This is an optimization exercise on Yosys and OpenROAD, whose aim is a short achievable clock period, not a production implementation.
At most, simulation tests tie the RTL to the original design; equivalence was not proved.
Power is estimated from default activity; no workload was simulated.

== before ==
==> module cf_add_small, before the edit <==
module cf_add_small #(
   parameter int low = 4
) (
   input  logic [31:0]    a,
   input  logic [low-1:0] b,
   output logic [31:0]    s
);
   logic [low:0] lo;
   assign lo       = {1'b0, a[low-1:0]} + {1'b0, b};
   assign s[low-1:0] = lo[low-1:0];
   for (genvar i = low; i < 32; i++) begin : g_up
      if (i == low) begin : g_first
         assign s[i] = a[i] ^ lo[low];
      end else begin : g_rest
         assign s[i] = a[i] ^ (lo[low] & (&a[i-1:low]));
      end
   end
endmodule
==> module cf_checker_top, before the edit <==
module cf_checker_top (
   input  logic                 clk,
   input  logic                 reset_,
   input  logic                 cf_enable,
   input  logic   [cf_pkg::num_slots:1] commit,
   input  cf_pkg::instr_t [cf_pkg::num_slots:1] slot_instr,
   input  cf_pkg::addr_t  [cf_pkg::num_slots:1] slot_pc,
   input  cf_pkg::isize_t [cf_pkg::num_slots:1] slot_isize,
   input  logic   [cf_pkg::num_slots:1] slot_taken,           
   input  logic   [cf_pkg::num_slots:1] slot_is_dup,
   input  logic   [cf_pkg::num_slots:1] slot_received_kill,
   input  logic                 dut_branch_taken,
   input  logic                 rf_write_en,
   input  cf_pkg::reg_addr_t            rf_write_rd,
   input  cf_pkg::addr_t                rf_write_data,
   output logic                 rf_lock,
   output logic                 rf_unlock,
   output logic                 check_done,
   output logic                 err_cf_dest,
   output logic                 err_no_orig,
   output logic                 err_link
);
   logic        cf1, cf2, c1, found, is_dup, any_commit;
   logic        push, save;
   logic [31:0] ev_instr, ev_pc;
   logic [2:0]  ev_isize;
   logic        ev_taken, ev_isbr, ev_islink;
   logic [2:0]  ev_adj;           
   assign cf1 = (slot_instr[1][6:0] == 7'b1100011) || (slot_instr[1][6:0] == 7'b1101111) ||
                (slot_instr[1][6:0] == 7'b1100111);
   assign cf2 = (slot_instr[2][6:0] == 7'b1100011) || (slot_instr[2][6:0] == 7'b1101111) ||
                (slot_instr[2][6:0] == 7'b1100111);
   assign c1         = commit[1] && cf1;             
   assign found      = c1 || (commit[2] && cf2);
   assign is_dup     = c1 ? slot_is_dup[1] : slot_is_dup[2];
   assign any_commit = commit[1] || commit[2];
   assign push       = cf_enable && found && !is_dup;
   assign save       = cf_enable && found && is_dup;
   assign ev_instr = c1 ? slot_instr[1] : slot_instr[2];
   assign ev_pc    = c1 ? slot_pc[1]    : slot_pc[2];
   assign ev_isize = c1 ? slot_isize[1] : slot_isize[2];
   assign ev_taken = is_dup ? (dut_branch_taken || (c1 ? slot_received_kill[1]
                                                       : slot_received_kill[2]))
                            : (c1 ? slot_taken[1] : slot_taken[2]);
   assign ev_isbr    = ev_instr[6:0] == 7'b1100011;
   assign ev_islink  = (ev_instr[6:0] == 7'b1101111) || (ev_instr[6:0] == 7'b1100111);
   assign ev_adj     = (ev_isbr && !ev_taken) ? ev_isize : 3'd0;
   logic [31:0] q_instr [0:3];
   logic [31:0] q_g     [0:3];
   logic [31:0] q_npc   [0:3];
   logic        q_taken [0:3];
   logic [2:0]  cnt;
   logic        need_patch;      
   logic        held, empty, compare, pop, patch;
   logic [2:0]  wpos, ppos;
   logic [31:0] ev_g;
   assign empty   = cnt == 3'd0;
   assign compare = held && any_commit;
   assign pop     = compare && !empty;
   assign patch   = any_commit && need_patch;
   assign wpos    = cnt - {2'b00, pop};
   assign ppos    = cnt - 3'd1 - {2'b00, pop};
   logic [31:0] ev_dsum;
   cf_add_small #(.low(3)) u_add_g (.a(ev_pc), .b(ev_adj), .s(ev_g));
   cf_add_small #(.low(4)) u_add_d (.a(ev_pc), .b({1'b0, ev_adj} + 4'd1), .s(ev_dsum));
   always_ff @(posedge clk) begin
      for (int i = 0; i < 4; i++) begin
         if (push && wpos == 3'(i)) begin
            q_instr[i] <= ev_instr;
            q_g[i]     <= ev_g;
            q_npc[i]   <= slot_pc[2];
            q_taken[i] <= ev_taken;
         end else begin
            if (pop && i < 3) begin
               q_instr[i] <= q_instr[i+1];
               q_g[i]     <= q_g[i+1];
               q_npc[i]   <= q_npc[i+1];
               q_taken[i] <= q_taken[i+1];
            end
            if (patch && ppos == 3'(i))
               q_npc[i] <= slot_pc[1];
         end
      end
   end
   always_ff @(posedge clk) begin
      if (!reset_) begin
         cnt        <= '0;
         need_patch <= 1'b0;
      end else begin
         cnt <= cnt + {2'b00, push} - {2'b00, pop};
         if (any_commit) need_patch <= push && !(c1 && commit[2]);
      end
   end
   logic [31:0] d_instr, d_sum;
   logic        d_taken, d_isbr;
   always_ff @(posedge clk) begin
      if (!reset_)   held <= 1'b0;
      else if (save) held <= 1'b1;
      else if (compare) held <= 1'b0;
   end
   always_ff @(posedge clk) begin
      if (save) begin
         d_instr <= ev_instr;
         d_sum   <= ev_dsum;
         d_taken <= ev_taken;
         d_isbr  <= ev_isbr;
      end
   end
   logic mism;    
   assign mism = (q_instr[0] != d_instr) || (d_isbr && (q_taken[0] != d_taken));
   logic [31:0] ps, pc2, px, cin_need, cout;
   logic [31:0] ok;
   assign ps  = q_npc[0] ^ ~q_g[0] ^ d_sum;
   assign pc2 = {((q_npc[0] & ~q_g[0]) | (q_npc[0] & d_sum) | (~q_g[0] & d_sum)), 1'b0};
   assign px  = ps ^ pc2;
   assign cin_need = px ^ slot_pc[1];
   assign cout     = (ps & pc2) | (px & ~slot_pc[1]);
   assign ok[0]    = ~cin_need[0];
   for (genvar i = 1; i < 32; i++) begin : g_ok
      assign ok[i] = cin_need[i] == cout[i-1];
   end
   always_ff @(posedge clk) begin
      if (!reset_) begin
         check_done  <= 1'b0;
         err_no_orig <= 1'b0;
         err_cf_dest <= 1'b0;
      end else begin
         check_done  <= compare;
         err_no_orig <= compare && empty;
         err_cf_dest <= pop && (mism || !(&ok));
      end
   end
   logic        j0_v, j1_v;
   logic [4:0]  j0_rd, j1_rd;
   logic [31:0] j0_pc, j1_link;
   logic [2:0]  j0_isize;
   logic [31:0] j0_link;
   cf_add_small #(.low(3)) u_add_link (.a(j0_pc), .b(j0_isize), .s(j0_link));
   always_ff @(posedge clk) begin
      if (!reset_) begin
         j0_v <= 1'b0;
         j1_v <= 1'b0;
      end else begin
         j0_v <= (push || save) && ev_islink && (ev_instr[11:7] != 5'd0);
         j1_v <= j0_v;
      end
   end
   always_ff @(posedge clk) begin
      j0_rd    <= ev_instr[11:7];
      j0_pc    <= ev_pc;
      j0_isize <= ev_isize;
      j1_rd    <= j0_rd;
      j1_link  <= j0_link;
   end
   assign rf_lock   = j1_v && rf_write_en && (rf_write_rd != 5'd0);
   assign rf_unlock = rf_write_en && !rf_lock;
   always_ff @(posedge clk) begin
      if (!reset_)
         err_link <= 1'b0;
      else
         err_link <= j1_v && (!rf_write_en || (rf_write_rd != j1_rd) ||
                              (rf_write_data != j1_link));
   end
endmodule
Settings: LEC_CHECK=0, CAP_MARGIN=20, CORE_MARGIN=2, CORE_UTILIZATION=40, SETUP_SLACK_MARGIN=5.0, SLEW_MARGIN=20; clock period 5.6 ns.
run.sh (not shown) runs the stock make flow with config.mk's settings and CLKGATE_MAP_FILE= SYNTH_SCRIPT=/design/flow/synth_recipe.tcl, a recipe that flattens the netlist after the stock synthesis.
before: all stages complete, timing, DRC and antenna checks passed
Input-level comparison between after and before:
diff --git a/flow/design.v b/flow/design.v
--- a/flow/design.v
+++ b/flow/design.v
@@ -51,31 +51,10 @@
       if ((instr[6:0] == 7'b1100011) && !taken)
          offset = offset - addr_t'(isize);
       dest_offset = offset;
    endfunction
 endpackage
-`default_nettype wire
-`timescale 1ns/1ns
-`default_nettype none
-module cf_add_small #(
-   parameter int low = 4
-) (
-   input  logic [31:0]    a,
-   input  logic [low-1:0] b,
-   output logic [31:0]    s
-);
-   logic [low:0] lo;
-   assign lo       = {1'b0, a[low-1:0]} + {1'b0, b};
-   assign s[low-1:0] = lo[low-1:0];
-   for (genvar i = low; i < 32; i++) begin : g_up
-      if (i == low) begin : g_first
-         assign s[i] = a[i] ^ lo[low];
-      end else begin : g_rest
-         assign s[i] = a[i] ^ (lo[low] & (&a[i-1:low]));
-      end
-   end
-endmodule
 `default_nettype wire
 `timescale 1ns/1ns
 `default_nettype none
 module cf_checker_top (
    input  logic                 clk,
@@ -137,13 +116,11 @@
    assign compare = held && any_commit;
    assign pop     = compare && !empty;
    assign patch   = any_commit && need_patch;
    assign wpos    = cnt - {2'b00, pop};
    assign ppos    = cnt - 3'd1 - {2'b00, pop};
-   logic [31:0] ev_dsum;
-   cf_add_small #(.low(3)) u_add_g (.a(ev_pc), .b(ev_adj), .s(ev_g));
-   cf_add_small #(.low(4)) u_add_d (.a(ev_pc), .b({1'b0, ev_adj} + 4'd1), .s(ev_dsum));
+   assign ev_g    = ev_pc + {29'd0, ev_adj};
    always_ff @(posedge clk) begin
       for (int i = 0; i < 4; i++) begin
          if (push && wpos == 3'(i)) begin
             q_instr[i] <= ev_instr;
             q_g[i]     <= ev_g;
@@ -178,11 +155,11 @@
       else if (compare) held <= 1'b0;
    end
    always_ff @(posedge clk) begin
       if (save) begin
          d_instr <= ev_instr;
-         d_sum   <= ev_dsum;
+         d_sum   <= ev_pc + {29'd0, ev_adj} + 32'd1;
          d_taken <= ev_taken;
          d_isbr  <= ev_isbr;
       end
    end
    logic mism;    
@@ -211,12 +188,10 @@
    end
    logic        j0_v, j1_v;
    logic [4:0]  j0_rd, j1_rd;
    logic [31:0] j0_pc, j1_link;
    logic [2:0]  j0_isize;
-   logic [31:0] j0_link;
-   cf_add_small #(.low(3)) u_add_link (.a(j0_pc), .b(j0_isize), .s(j0_link));
    always_ff @(posedge clk) begin
       if (!reset_) begin
          j0_v <= 1'b0;
          j1_v <= 1'b0;
       end else begin
@@ -227,11 +202,11 @@
    always_ff @(posedge clk) begin
       j0_rd    <= ev_instr[11:7];
       j0_pc    <= ev_pc;
       j0_isize <= ev_isize;
       j1_rd    <= j0_rd;
-      j1_link  <= j0_link;
+      j1_link  <= j0_pc + {29'd0, j0_isize};
    end
    assign rf_lock   = j1_v && rf_write_en && (rf_write_rd != 5'd0);
    assign rf_unlock = rf_write_en && !rf_lock;
    always_ff @(posedge clk) begin
       if (!reset_)
[summary]
- after: no failed stages, no open violations at the end
- before: full flow OK, the timing, design-rule and antenna checks passed
- The total design power reported for after is smaller than that of before by 2.0%.
- Between after and before, it is after whose buffer share of cell area is lower, by 7.4 points.
- Compared with before, after shows number of nets in the layout that has gone down by a few percent.
- Hold slack on after is behind before.
- When after is set beside before, its via count turns out to be 2896 smaller.
- Diff before -> after | synthesized cell count | up by a few percent
- Achievable frequency delta (after − before): unfavourable
- In after the part of the Yosys area used for sequential elements turned out 1.2 points lower than in before.
- On after: first-pass GRT wire length is about 20% lower than what before gave.
- Looking at non-clock inverter total of the final layout, after sits below before.
- The count of multi-input combinational gates in after is 1.05 times that in before.
- Status: clock latency on the worst-skew pair parity (after, before)
- On total number of placement rows: after sits above before.
- Summary: with before as the reference, placed cell count in after moved up by a little under 10%.
No functional check of the RTL was part of any run of this note.

---

The RTL this note starts from:
==> flow/design.v <==
`timescale 1ns/1ns
`default_nettype none
package cf_pkg;
   localparam int num_slots   = 2;
   localparam int instr_w     = 32;
   localparam int addr_w      = 32;
   localparam int reg_addr_w  = 5;
   localparam int queue_depth = 4;
   localparam int ptr_w       = 3;    
   localparam int wb_delay    = 2;    
   typedef logic [instr_w-1:0]    instr_t;
   typedef logic [addr_w-1:0]     addr_t;
   typedef logic [reg_addr_w-1:0] reg_addr_t;
   typedef logic [2:0]            isize_t;    
   typedef struct packed {
      instr_t instr;
      addr_t  pc;
      addr_t  next_pc;
      logic   next_pc_valid;    
      logic   taken;
      isize_t isize;
   } cf_entry_t;
   typedef struct packed {
      logic      check;
      reg_addr_t rd;
      addr_t     link;    
   } link_job_t;
   function automatic logic is_branch(input instr_t instr);
      is_branch = instr[6:0] == 7'b1100011;
   endfunction
   function automatic logic is_jal(input instr_t instr);
      is_jal = instr[6:0] == 7'b1101111;
   endfunction
   function automatic logic is_jalr(input instr_t instr);
      is_jalr = instr[6:0] == 7'b1100111;
   endfunction
   function automatic logic is_cf(input instr_t instr);
      is_cf = (instr[6:0] == 7'b1100011) || (instr[6:0] == 7'b1101111) ||
              (instr[6:0] == 7'b1100111);
   endfunction
   function automatic reg_addr_t get_rd(input instr_t instr);
      get_rd = instr[11:7];
   endfunction
   function automatic addr_t dest_offset(input addr_t  pc,
                                         input addr_t  dest,
                                         input instr_t instr,
                                         input logic   taken,
                                         input isize_t isize);
      addr_t offset;
      offset = dest - pc;
      if ((instr[6:0] == 7'b1100011) && !taken)
         offset = offset - addr_t'(isize);
      dest_offset = offset;
   endfunction
endpackage
`default_nettype wire
`timescale 1ns/1ns
`default_nettype none
module cf_add_small #(
   parameter int low = 4
) (
   input  logic [31:0]    a,
   input  logic [low-1:0] b,
   output logic [31:0]    s
);
   logic [low:0] lo;
   assign lo       = {1'b0, a[low-1:0]} + {1'b0, b};
   assign s[low-1:0] = lo[low-1:0];
   for (genvar i = low; i < 32; i++) begin : g_up
      if (i == low) begin : g_first
         assign s[i] = a[i] ^ lo[low];
      end else begin : g_rest
         assign s[i] = a[i] ^ (lo[low] & (&a[i-1:low]));
      end
   end
endmodule
`default_nettype wire
`default_nettype none
module cf_rd_zero (
   input  logic [4:0] rd,
   output logic       z_lo,
   output logic       z_hi
);
   assign z_lo = rd[2:0] == 3'd0;
   assign z_hi = rd[4:3] == 2'd0;
endmodule
`default_nettype wire
`timescale 1ns/1ns
`default_nettype none
module cf_checker_top (
   input  logic                 clk,
   input  logic                 reset_,
   input  logic                 cf_enable,
   input  logic   [cf_pkg::num_slots:1] commit,
   input  cf_pkg::instr_t [cf_pkg::num_slots:1] slot_instr,
   input  cf_pkg::addr_t  [cf_pkg::num_slots:1] slot_pc,
   input  cf_pkg::isize_t [cf_pkg::num_slots:1] slot_isize,
   input  logic   [cf_pkg::num_slots:1] slot_taken,           
   input  logic   [cf_pkg::num_slots:1] slot_is_dup,
   input  logic   [cf_pkg::num_slots:1] slot_received_kill,
   input  logic                 dut_branch_taken,
   input  logic                 rf_write_en,
   input  cf_pkg::reg_addr_t            rf_write_rd,
   input  cf_pkg::addr_t                rf_write_data,
   output logic                 rf_lock,
   output logic                 rf_unlock,
   output logic                 check_done,
   output logic                 err_cf_dest,
   output logic                 err_no_orig,
   output logic                 err_link
);
   logic        cf1, cf2, c1, found, is_dup, any_commit;
   logic        push, save;
   logic [31:0] ev_instr, ev_pc;
   logic [2:0]  ev_isize;
   logic        ev_taken, ev_isbr, ev_islink;
   assign cf1 = (slot_instr[1][6:0] == 7'b1100011) || (slot_instr[1][6:0] == 7'b1101111) ||
                (slot_instr[1][6:0] == 7'b1100111);
   assign cf2 = (slot_instr[2][6:0] == 7'b1100011) || (slot_instr[2][6:0] == 7'b1101111) ||
                (slot_instr[2][6:0] == 7'b1100111);
   assign c1         = commit[1] && cf1;             
   assign found      = c1 || (commit[2] && cf2);
   assign is_dup     = c1 ? slot_is_dup[1] : slot_is_dup[2];
   assign any_commit = commit[1] || commit[2];
   assign push       = cf_enable && found && !is_dup;
   assign save       = cf_enable && found && is_dup;
   assign ev_instr = c1 ? slot_instr[1] : slot_instr[2];
   assign ev_pc    = c1 ? slot_pc[1]    : slot_pc[2];
   assign ev_isize = c1 ? slot_isize[1] : slot_isize[2];
   assign ev_taken = is_dup ? (dut_branch_taken || (c1 ? slot_received_kill[1]
                                                       : slot_received_kill[2]))
                            : (c1 ? slot_taken[1] : slot_taken[2]);
   assign ev_isbr    = ev_instr[6:0] == 7'b1100011;
   assign ev_islink  = (ev_instr[6:0] == 7'b1101111) || (ev_instr[6:0] == 7'b1100111);
   logic [31:0] q_instr [0:3];
   logic [31:0] q_g     [0:3];
   logic [31:0] q_npc   [0:3];
   logic        q_taken [0:3];
   logic [4:0]  occ;             
   logic        need_patch;      
   logic        held, empty, compare, pop, patch;
   logic [3:0]  wsel, psel;      
   logic [31:0] ev_g;
   assign empty   = occ[0];
   assign compare = held && any_commit;
   assign pop     = compare && !empty;
   assign patch   = any_commit && need_patch;
   for (genvar i = 0; i < 4; i++) begin : g_sel
      assign wsel[i] = push  && (pop ? occ[i+1] : occ[i]);
      if (i < 3) begin : g_p
         assign psel[i] = patch && (pop ? occ[i+2] : occ[i+1]);
      end else begin : g_p3
         assign psel[i] = patch && !pop && occ[4];
      end
   end
   logic [3:0]  lo1, lo2;
   logic [31:3] inc1, inc2;
   logic        fall, bump;
   assign lo1 = {1'b0, slot_pc[1][2:0]} + {1'b0, slot_isize[1]};
   assign lo2 = {1'b0, slot_pc[2][2:0]} + {1'b0, slot_isize[2]};
   assign inc1[3] = ~slot_pc[1][3];
   assign inc2[3] = ~slot_pc[2][3];
   for (genvar i = 4; i < 32; i++) begin : g_inc
      assign inc1[i] = slot_pc[1][i] ^ (&slot_pc[1][i-1:3]);
      assign inc2[i] = slot_pc[2][i] ^ (&slot_pc[2][i-1:3]);
   end
   assign fall = ev_isbr && !ev_taken;
   assign bump = fall && (c1 ? lo1[3] : lo2[3]);
   assign ev_g[2:0]  = fall ? (c1 ? lo1[2:0] : lo2[2:0]) : ev_pc[2:0];
   assign ev_g[31:3] = bump ? (c1 ? inc1 : inc2) : ev_pc[31:3];
   always_ff @(posedge clk) begin
      for (int i = 0; i < 4; i++) begin
         if (wsel[i]) begin
            q_instr[i] <= ev_instr;
            q_g[i]     <= ev_g;
            q_npc[i]   <= slot_pc[2];
            q_taken[i] <= ev_taken;
         end else begin
            if (pop && i < 3) begin
               q_instr[i] <= q_instr[i+1];
               q_g[i]     <= q_g[i+1];
               q_npc[i]   <= q_npc[i+1];
               q_taken[i] <= q_taken[i+1];
            end
            if (psel[i])
               q_npc[i] <= slot_pc[1];
         end
      end
   end
   always_ff @(posedge clk) begin
      if (!reset_) begin
         occ        <= 5'b00001;
         need_patch <= 1'b0;
      end else begin
         if (push && !pop)      occ <= {occ[3:0], 1'b0};
         else if (pop && !push) occ <= {1'b0, occ[4:1]};
         if (any_commit) need_patch <= push && !(c1 && commit[2]);
      end
   end
   logic [31:0] d_instr, d_g;
   logic        d_taken, d_isbr;
   always_ff @(posedge clk) begin
      if (!reset_)   held <= 1'b0;
      else if (save) held <= 1'b1;
      else if (compare) held <= 1'b0;
   end
   always_ff @(posedge clk) begin
      if (save) begin
         d_instr <= ev_instr;
         d_g     <= ev_g;
         d_taken <= ev_taken;
         d_isbr  <= ev_isbr;
      end
   end
   logic mism;    
   assign mism = (q_instr[0] != d_instr) || (d_isbr && (q_taken[0] != d_taken));
   logic [31:0] ps, pc2, px, cin_need, cout;
   logic [31:0] ok;
   assign ps  = q_npc[0] ^ ~q_g[0] ^ d_g;
   assign pc2 = {((q_npc[0] & ~q_g[0]) | (q_npc[0] & d_g) | (~q_g[0] & d_g)), 1'b1};
   assign px  = ps ^ pc2;
   assign cin_need = px ^ slot_pc[1];
   assign cout     = (ps & pc2) | (px & ~slot_pc[1]);
   assign ok[0]    = ~cin_need[0];
   for (genvar i = 1; i < 32; i++) begin : g_ok
      assign ok[i] = cin_need[i] == cout[i-1];
   end
   logic e_mism, e_pop;
   logic [1:0] e_off_ne;
   always_ff @(posedge clk) begin
      if (!reset_) begin
         check_done  <= 1'b0;
         err_no_orig <= 1'b0;
         e_mism      <= 1'b0;
         e_pop       <= 1'b0;
      end else begin
         check_done  <= compare;
         err_no_orig <= compare && empty;
         e_mism      <= pop && mism;
         e_pop       <= pop;
      end
   end
   always_ff @(posedge clk) begin
      e_off_ne[0] <= !(&ok[15:0]);
      e_off_ne[1] <= !(&ok[31:16]);
   end
   assign err_cf_dest = e_mism || (e_pop && (e_off_ne[0] || e_off_ne[1]));
   logic        j0_v, j1_v;
   logic [4:0]  j0_rd, j1_rd;
   logic [31:0] j0_pc, j1_link;
   logic [2:0]  j0_isize;
   logic [31:0] j0_link;
   cf_add_small #(.low(3)) u_add_link (.a(j0_pc), .b(j0_isize), .s(j0_link));
   always_ff @(posedge clk) begin
      if (!reset_) begin
         j0_v <= 1'b0;
         j1_v <= 1'b0;
      end else begin
         j0_v <= (push || save) && ev_islink && (ev_instr[11:7] != 5'd0);
         j1_v <= j0_v;
      end
   end
   always_ff @(posedge clk) begin
      j0_rd    <= ev_instr[11:7];
      j0_pc    <= ev_pc;
      j0_isize <= ev_isize;
      j1_rd    <= j0_rd;
      j1_link  <= j0_link;
   end
   logic rd_z_lo, rd_z_hi;
   cf_rd_zero u_rd_zero (.rd(rf_write_rd), .z_lo(rd_z_lo), .z_hi(rd_z_hi));
   assign rf_lock   = j1_v && rf_write_en && !(rd_z_lo && rd_z_hi);
   assign rf_unlock = rf_write_en && !rf_lock;
   always_ff @(posedge clk) begin
      if (!reset_)
         err_link <= 1'b0;
      else
         err_link <= j1_v && (!rf_write_en || (rf_write_rd != j1_rd) ||
                              (rf_write_data != j1_link));
   end
endmodule
`default_nettype wire
Settings: LEC_CHECK=0, CAP_MARGIN=20, CORE_MARGIN=2, CORE_UTILIZATION=40, SETUP_SLACK_MARGIN=5.0, SLEW_MARGIN=20, SYNTH_HIERARCHICAL=1, SYNTH_MINIMUM_KEEP_SIZE=0, TNS_END_PERCENT=5; clock period 5.6 ns.
standard.sh (not shown) runs the stock make flow with config.mk's settings and CLKGATE_MAP_FILE= SYNTH_SCRIPT=/design/flow/synth_recipe.tcl, a recipe that flattens the netlist after the stock synthesis.
==> flow/flow/run.sh <==
#!/bin/bash
# Standard ORFS layout with faster port buffers and unrestricted timing repair.
# Each tool's full output stays in orfs/logs; this script's own log is flow_run.log.
set -uo pipefail
exec > flow_run.log 2>&1
bash standard.sh \
   BUFFER_PORTS_ARGS="-buffer_cell sky130_fd_sc_hd__buf_4" \
   MATCH_CELL_FOOTPRINT=0 \
   finish
The first run finished clean.
Change:
--- a/flow/design.v
+++ b/flow/design.v
@@ -107,33 +107,46 @@
    output logic                 check_done,
    output logic                 err_cf_dest,
    output logic                 err_no_orig,
    output logic                 err_link
 );
-   logic        cf1, cf2, c1, found, is_dup, any_commit;
+   logic        c1, found, is_dup, any_commit;
    logic        push, save;
    logic [31:0] ev_instr, ev_pc;
    logic [2:0]  ev_isize;
-   logic        ev_taken, ev_isbr, ev_islink;
-   assign cf1 = (slot_instr[1][6:0] == 7'b1100011) || (slot_instr[1][6:0] == 7'b1101111) ||
-                (slot_instr[1][6:0] == 7'b1100111);
-   assign cf2 = (slot_instr[2][6:0] == 7'b1100011) || (slot_instr[2][6:0] == 7'b1101111) ||
-                (slot_instr[2][6:0] == 7'b1100111);
-   assign c1         = commit[1] && cf1;             
-   assign found      = c1 || (commit[2] && cf2);
+   logic        ev_taken, ev_isbr;
+   logic [2:1]        br, lk, cf, tk, fall, link;
+   logic [2:1][3:0]   lo;
+   logic [2:1][31:3]  inc;
+   logic [2:1][31:0]  g;
+   for (genvar s = 1; s <= 2; s++) begin : g_slot
+      assign br[s]   = slot_instr[s][6:0] == 7'b1100011;
+      assign lk[s]   = (slot_instr[s][6:0] == 7'b1101111) || (slot_instr[s][6:0] == 7'b1100111);
+      assign cf[s]   = br[s] || lk[s];
+      assign tk[s]   = slot_is_dup[s] ? (dut_branch_taken || slot_received_kill[s])
+                                      : slot_taken[s];
+      assign fall[s] = br[s] && !tk[s];
+      assign link[s] = lk[s] && (slot_instr[s][11:7] != 5'd0);
+      assign lo[s]   = {1'b0, slot_pc[s][2:0]} + {1'b0, slot_isize[s]};
+      assign inc[s][3] = ~slot_pc[s][3];
+      for (genvar i = 4; i < 32; i++) begin : g_inc
+         assign inc[s][i] = slot_pc[s][i] ^ (&slot_pc[s][i-1:3]);
+      end
+      assign g[s][2:0]  = fall[s] ? lo[s][2:0] : slot_pc[s][2:0];
+      assign g[s][31:3] = (fall[s] && lo[s][3]) ? inc[s] : slot_pc[s][31:3];
+   end
+   assign c1         = commit[1] && cf[1];           
+   assign found      = c1 || (commit[2] && cf[2]);
    assign is_dup     = c1 ? slot_is_dup[1] : slot_is_dup[2];
    assign any_commit = commit[1] || commit[2];
    assign push       = cf_enable && found && !is_dup;
    assign save       = cf_enable && found && is_dup;
    assign ev_instr = c1 ? slot_instr[1] : slot_instr[2];
    assign ev_pc    = c1 ? slot_pc[1]    : slot_pc[2];
    assign ev_isize = c1 ? slot_isize[1] : slot_isize[2];
-   assign ev_taken = is_dup ? (dut_branch_taken || (c1 ? slot_received_kill[1]
-                                                       : slot_received_kill[2]))
-                            : (c1 ? slot_taken[1] : slot_taken[2]);
-   assign ev_isbr    = ev_instr[6:0] == 7'b1100011;
-   assign ev_islink  = (ev_instr[6:0] == 7'b1101111) || (ev_instr[6:0] == 7'b1100111);
+   assign ev_taken = c1 ? tk[1] : tk[2];
+   assign ev_isbr  = c1 ? br[1] : br[2];
    logic [31:0] q_instr [0:3];
    logic [31:0] q_g     [0:3];
    logic [31:0] q_npc   [0:3];
    logic        q_taken [0:3];
    logic [4:0]  occ;             
@@ -151,25 +164,11 @@
          assign psel[i] = patch && (pop ? occ[i+2] : occ[i+1]);
       end else begin : g_p3
          assign psel[i] = patch && !pop && occ[4];
       end
    end
-   logic [3:0]  lo1, lo2;
-   logic [31:3] inc1, inc2;
-   logic        fall, bump;
-   assign lo1 = {1'b0, slot_pc[1][2:0]} + {1'b0, slot_isize[1]};
-   assign lo2 = {1'b0, slot_pc[2][2:0]} + {1'b0, slot_isize[2]};
-   assign inc1[3] = ~slot_pc[1][3];
-   assign inc2[3] = ~slot_pc[2][3];
-   for (genvar i = 4; i < 32; i++) begin : g_inc
-      assign inc1[i] = slot_pc[1][i] ^ (&slot_pc[1][i-1:3]);
-      assign inc2[i] = slot_pc[2][i] ^ (&slot_pc[2][i-1:3]);
-   end
-   assign fall = ev_isbr && !ev_taken;
-   assign bump = fall && (c1 ? lo1[3] : lo2[3]);
-   assign ev_g[2:0]  = fall ? (c1 ? lo1[2:0] : lo2[2:0]) : ev_pc[2:0];
-   assign ev_g[31:3] = bump ? (c1 ? inc1 : inc2) : ev_pc[31:3];
+   assign ev_g = c1 ? g[1] : g[2];
    always_ff @(posedge clk) begin
       for (int i = 0; i < 4; i++) begin
          if (wsel[i]) begin
             q_instr[i] <= ev_instr;
             q_g[i]     <= ev_g;
@@ -254,11 +253,11 @@
    always_ff @(posedge clk) begin
       if (!reset_) begin
          j0_v <= 1'b0;
          j1_v <= 1'b0;
       end else begin
-         j0_v <= (push || save) && ev_islink && (ev_instr[11:7] != 5'd0);
+         j0_v <= cf_enable && (c1 ? link[1] : (commit[2] && link[2]));
          j1_v <= j0_v;
       end
    end
    always_ff @(posedge clk) begin
       j0_rd    <= ev_instr[11:7];
=> The new run completed without violations; setup slack improves by 0.0075 ns; worst hold slack improves by 0.11 ns; wire length is lower by 6.8%; critical path depth does not change; first-iteration DRC count is lower by 19%; non-clock buffer count is lower by 51; power is lower by 3.6%.
The RTL of the second run of this note was laid out without a check of its function.

[static timing again, ports no longer ideal]
Ports are ideal in the flow. The routed layouts listed here were re-timed in OpenROAD. Step 1, drivers: a clkbuf_16 drives clk and a buf_2 each remaining input, both assumed. Step 2 times the ports against the registers' clock, not the clock port: input delays grow and output delays shrink by t, the midpoint of the rising clock arrivals with the driver on. Three values: no drivers, after step 1, after step 2; two values: the first two.
| run | t (ns) | slack for setup (ns) | worst data-port slew with drivers (ns) |
|---|---|---|---|
| before | 0.702 | 1.542 / 1.550 / 0.848 | 0.11 |
| after | 0.685 | 0.155 / 0.183 / -0.502 | 0.13 |
| the first run of note 2 | 0.675 | 2.630 / 2.631 / 1.956 | 0.12 |
| the second run of note 2 | 0.665 | 2.637 / 2.665 / 2.000 | 0.14 |
With both steps, setup timing fails in after, where it was met with ideal ports. For before, which loses most, drivers alone change the setup slack by +0.008 ns; drivers and shift together by -0.694 ns.
